What follows belongs to an exercise in optimizing a design on an open flow for small area; a production flow would make more cautious choices.
At most, simulation tests tie the RTL to the original design; equivalence was not proved.

==> 05-02 <==
## fpu_reg_wb
module fpu_reg_wb (
  input  logic        clock,
  input  logic        reset,
  input  logic [5:0]  exOutId,
  input  logic [63:0] exOutVal,
  input  logic [1:0]  exOutOK,
  input  logic        exOutSrT,
  input  logic        exHold,
  input  logic        exFlush,
  input  logic [5:0]  rdIdRs,
  input  logic [5:0]  rdIdRt,
  input  logic [5:0]  rdIdRn,
  output logic [63:0] rdValRs,
  output logic [63:0] rdValRt,
  output logic [63:0] rdValRn,
  output logic        outSrT,
  output logic        wbFault,
  output logic        clrBusy,
  output logic [31:0] retireCnt
);
==> module fpu_dec63, before the edit <==
module fpu_dec63 (
  input  logic        i_en,
  input  logic [5:0]  i_id,
  output logic [62:0] o_sel
);
  logic [7:0] w_hi_n;
  logic [7:0] w_lo_n;
  always_comb begin
    for (int g = 0; g < 8; g++) begin
      w_hi_n[g] = !(i_en && (i_id[5:3] == 3'(g)));
      w_lo_n[g] = !(i_id[2:0] == 3'(g));
    end
  end
  for (genvar i = 0; i < 63; i++) begin : g_sel
    fpu_cell_nor2 u_sel (.a(w_hi_n[i / 8]), .b(w_lo_n[i % 8]), .y(o_sel[i]));
  end
endmodule
==> module fpu_reg_wb, before the edit <==
module fpu_reg_wb (
  input  logic        clock,
  input  logic        reset,
  input  logic [5:0]  exOutId,
  input  logic [63:0] exOutVal,
  input  logic [1:0]  exOutOK,
  input  logic        exOutSrT,
  input  logic        exHold,
  input  logic        exFlush,
  input  logic [5:0]  rdIdRs,
  input  logic [5:0]  rdIdRt,
  input  logic [5:0]  rdIdRn,
  output logic [63:0] rdValRs,
  output logic [63:0] rdValRt,
  output logic [63:0] rdValRn,
  output logic        outSrT,
  output logic        wbFault,
  output logic        clrBusy,
  output logic [31:0] retireCnt
);
  logic [5:0]  r_clr_ptr;
  logic        r_clr_busy;
  logic        r_e2_vld;
  logic        r_srt;
  logic        r_fault;
  logic [31:0] r_retire;
  logic        w_run;
  logic        w_ex_ok;
  logic        w_accept;
  logic        w_commit;
  logic        w_sink;
  logic        w_fault;
  logic [62:0] w_wr;
  logic [62:0] w_keep;
  logic [62:0] w_sel_s, w_sel_t, w_sel_n;
  logic        w_x_s, w_x_t, w_x_n;
  assign w_run    = !r_clr_busy;
  assign w_ex_ok  = (exOutOK == fpu_reg_wb_pkg::UMEM_OK_OK) && !exFlush && w_run;
  assign w_accept = w_ex_ok && !exHold;
  assign w_commit = r_e2_vld && !exHold;
  assign w_sink   = w_accept && (exOutId == fpu_reg_wb_pkg::FPR_ZZR);
  assign w_fault  = (exOutOK == fpu_reg_wb_pkg::UMEM_OK_FAULT) && !exFlush && w_run;
  logic w_wr_en;
  logic w_clr;
  assign w_wr_en = reset && w_accept;
  assign w_clr   = !(reset && w_run);
  fpu_dec63 u_dec_wr (.i_en(w_wr_en), .i_id(exOutId), .o_sel(w_wr));
  for (genvar i = 0; i < 63; i++) begin : g_keep
    fpu_cell_nor2 u_keep (.a(w_wr[i]), .b(w_clr), .y(w_keep[i]));
  end
  function automatic logic xsel(input logic [5:0] id);
    xsel = w_ex_ok && (exOutId == id) && (id != fpu_reg_wb_pkg::FPR_ZZR);
  endfunction
  assign w_x_s = xsel(rdIdRs);
  assign w_x_t = xsel(rdIdRt);
  assign w_x_n = xsel(rdIdRn);
  fpu_dec63 u_dec_s (.i_en(w_run && !w_x_s), .i_id(rdIdRs), .o_sel(w_sel_s));
  fpu_dec63 u_dec_t (.i_en(w_run && !w_x_t), .i_id(rdIdRt), .o_sel(w_sel_t));
  fpu_dec63 u_dec_n (.i_en(w_run && !w_x_n), .i_id(rdIdRn), .o_sel(w_sel_n));
  fpu_reg_array u_array (
    .clock    (clock),
    .i_wr     (w_wr),
    .i_keep   (w_keep),
    .i_wdat   (exOutVal),
    .i_xdat   (exOutVal),
    .i_sel_a  (w_sel_s),
    .i_sel_b  (w_sel_t),
    .i_sel_c  (w_sel_n),
    .i_xsel_a (w_x_s),
    .i_xsel_b (w_x_t),
    .i_xsel_c (w_x_n),
    .o_rdat_a (rdValRs),
    .o_rdat_b (rdValRt),
    .o_rdat_c (rdValRn)
  );
  always_ff @(posedge clock) begin
    if (!reset) begin
      r_clr_busy <= 1'b1;
      r_clr_ptr  <= '0;
      r_e2_vld   <= 1'b0;
      r_srt      <= 1'b0;
      r_fault    <= 1'b0;
      r_retire   <= '0;
    end else begin
      r_clr_ptr <= r_clr_ptr + 6'd1;
      if (r_clr_ptr == 6'd63) begin
        r_clr_busy <= 1'b0;
      end
      if (!exHold) begin
        r_e2_vld <= w_accept && !w_sink;
      end
      if (w_accept) begin
        r_srt <= exOutSrT;
      end
      if (w_fault) begin
        r_fault <= 1'b1;
      end
      r_retire <= r_retire + {30'd0, w_commit && w_sink, w_commit ^ w_sink};
    end
  end
  assign outSrT    = r_srt;
  assign wbFault   = r_fault;
  assign clrBusy   = r_clr_busy;
  assign retireCnt = r_retire;
endmodule
clock: 10.0 ns
lec_check: 0
cap_margin: 20
core_margin: 2
core_utilization: 55
cts_buf_list: sky130_fd_sc_hd__clkbuf_4 sky130_fd_sc_hd__clkbuf_8
cts_cluster_size: 30
gpl_timing_driven: 0
place_density: 0.62
slew_margin: 20
synth_hierarchical: 1
run.sh (not shown) runs the stock make flow with config.mk's settings and CLKGATE_MAP_FILE= SYNTH_SCRIPT=/design/flow/synth_recipe.tcl, a recipe that flattens the netlist after the stock synthesis.
==> 02-20 (differences from 05-02) <==
--- a/flow/design.v
+++ b/flow/design.v
@@ -70,19 +70,2 @@
   fpu_cell_nand3 u_l4 (.a(w_l3[0]), .b(w_l3[1]), .c(w_l3[2]), .y(o_y));
-endmodule
-module fpu_dec63 (
-  input  logic        i_en,
-  input  logic [5:0]  i_id,
-  output logic [62:0] o_sel
-);
-  logic [7:0] w_hi_n;
-  logic [7:0] w_lo_n;
-  always_comb begin
-    for (int g = 0; g < 8; g++) begin
-      w_hi_n[g] = !(i_en && (i_id[5:3] == 3'(g)));
-      w_lo_n[g] = !(i_id[2:0] == 3'(g));
-    end
-  end
-  for (genvar i = 0; i < 63; i++) begin : g_sel
-    fpu_cell_nor2 u_sel (.a(w_hi_n[i / 8]), .b(w_lo_n[i % 8]), .y(o_sel[i]));
-  end
 endmodule
@@ -168,9 +151,5 @@
   assign w_fault  = (exOutOK == fpu_reg_wb_pkg::UMEM_OK_FAULT) && !exFlush && w_run;
-  logic w_wr_en;
-  logic w_clr;
-  assign w_wr_en = reset && w_accept;
-  assign w_clr   = !(reset && w_run);
-  fpu_dec63 u_dec_wr (.i_en(w_wr_en), .i_id(exOutId), .o_sel(w_wr));
-  for (genvar i = 0; i < 63; i++) begin : g_keep
-    fpu_cell_nor2 u_keep (.a(w_wr[i]), .b(w_clr), .y(w_keep[i]));
+  for (genvar i = 0; i < 63; i++) begin : g_wr
+    assign w_wr[i]   = reset && w_accept && (exOutId == 6'(i));
+    assign w_keep[i] = reset && w_run && !(w_accept && (exOutId == 6'(i)));
   end
@@ -182,5 +161,7 @@
   assign w_x_n = xsel(rdIdRn);
-  fpu_dec63 u_dec_s (.i_en(w_run && !w_x_s), .i_id(rdIdRs), .o_sel(w_sel_s));
-  fpu_dec63 u_dec_t (.i_en(w_run && !w_x_t), .i_id(rdIdRt), .o_sel(w_sel_t));
-  fpu_dec63 u_dec_n (.i_en(w_run && !w_x_n), .i_id(rdIdRn), .o_sel(w_sel_n));
+  for (genvar i = 0; i < 63; i++) begin : g_sel
+    assign w_sel_s[i] = w_run && !w_x_s && (rdIdRs == 6'(i));
+    assign w_sel_t[i] = w_run && !w_x_t && (rdIdRt == 6'(i));
+    assign w_sel_n[i] = w_run && !w_x_n && (rdIdRn == 6'(i));
+  end
   fpu_reg_array u_array (
--- a/flow/config.mk
+++ b/flow/config.mk
@@ -9,7 +9,4 @@
 export CORE_MARGIN = 2
-export CORE_UTILIZATION = 55
-export CTS_BUF_LIST = sky130_fd_sc_hd__clkbuf_4 sky130_fd_sc_hd__clkbuf_8
-export CTS_CLUSTER_SIZE = 30
-export GPL_TIMING_DRIVEN = 0
-export PLACE_DENSITY = 0.62
+export CORE_UTILIZATION = 30
+export PLACE_DENSITY = 0.35
 export SLEW_MARGIN = 20
==> comparison <==
- In 02-20 the area after synthesis is larger than in 05-02, by about 0.6%.
- Between 02-20 and 05-02, the lower synthesized cell count is in 05-02 (gap 1.1%, measured against 05-02).
- 02-20 completed, yet does not pass: setup timing. 05-02 aborted during global routing (GRT-0116).
==> figures <==
	02-20	05-02
Post-detailed-placement cell area	204300 um2	212800 um2
Y dimension of the die	760.9 um	561.4 um
DP Cell Count	24482	20623
Die width	760.9 um	561.4 um
Post-synthesis cell type count	58	41
Total nets after synthesis	15109	14948
Netlist Area Pre-Place	171900 um2	170900 um2
Weighted congestion at the end of routability-driven global placement	0.9739	1.066
Resize count post-CTS	0	106
Compound-gate portion of the synthesized area	44.40%	44.47%
HPWL after detailed placement	910900 um	855300 um
Count of synthesis-stage warnings from yosys	8	9
Status	failed layout checks	aborted with a tool error
Failing step	-	global routing
Violated checks	setup timing	-
Avg Cell Area, Syn	11.45 um2	11.51 um2
Parity-gate share of the synthesized area counting xor and xnor cells	0.1733%	0.1487%
Total setup buffers inserted after CTS	0	26
Cell row count	278	204
Count of mapped cells out of synthesis	15009	14848
Share of the synthesized area in the top cell type	47.45%	47.73%
Adder-cell share of the synthesized area	0.04077%	0.04101%
No functional check of the RTL was part of 05-02.

[what the ideal ports hide]
In the flow no input, the clock included, has a driving cell. The finished layout below was timed again as built, in two steps.
Step 1 (the two cells are an assumption about what drives the block):
set clk [get_ports {clock}]
set_driving_cell -lib_cell sky130_fd_sc_hd__clkbuf_16 $clk
set_driving_cell -lib_cell sky130_fd_sc_hd__buf_2 [delete_from_list [all_inputs] $clk]
Step 2, shift: input delay + t, output delay - t, t = (earliest + latest rising clock arrival at the registers) / 2. This alone moves slack from input paths to output paths.
Slacks: ideal ports / drivers / drivers and shift; pairs: ideal ports / drivers.
run: 02-20
shift t [ns]: 1.281
setup slack, ns: -0.300 / -0.332 / -0.332
latest minus earliest clock arrival (ns): 0.048 / 0.047
worst data-port slew with drivers (ns): 0.47
pins driven straight from the clock port: 1
The setup slack of 02-20 moves by -0.032 ns with the drivers and by -0.032 ns with both steps.
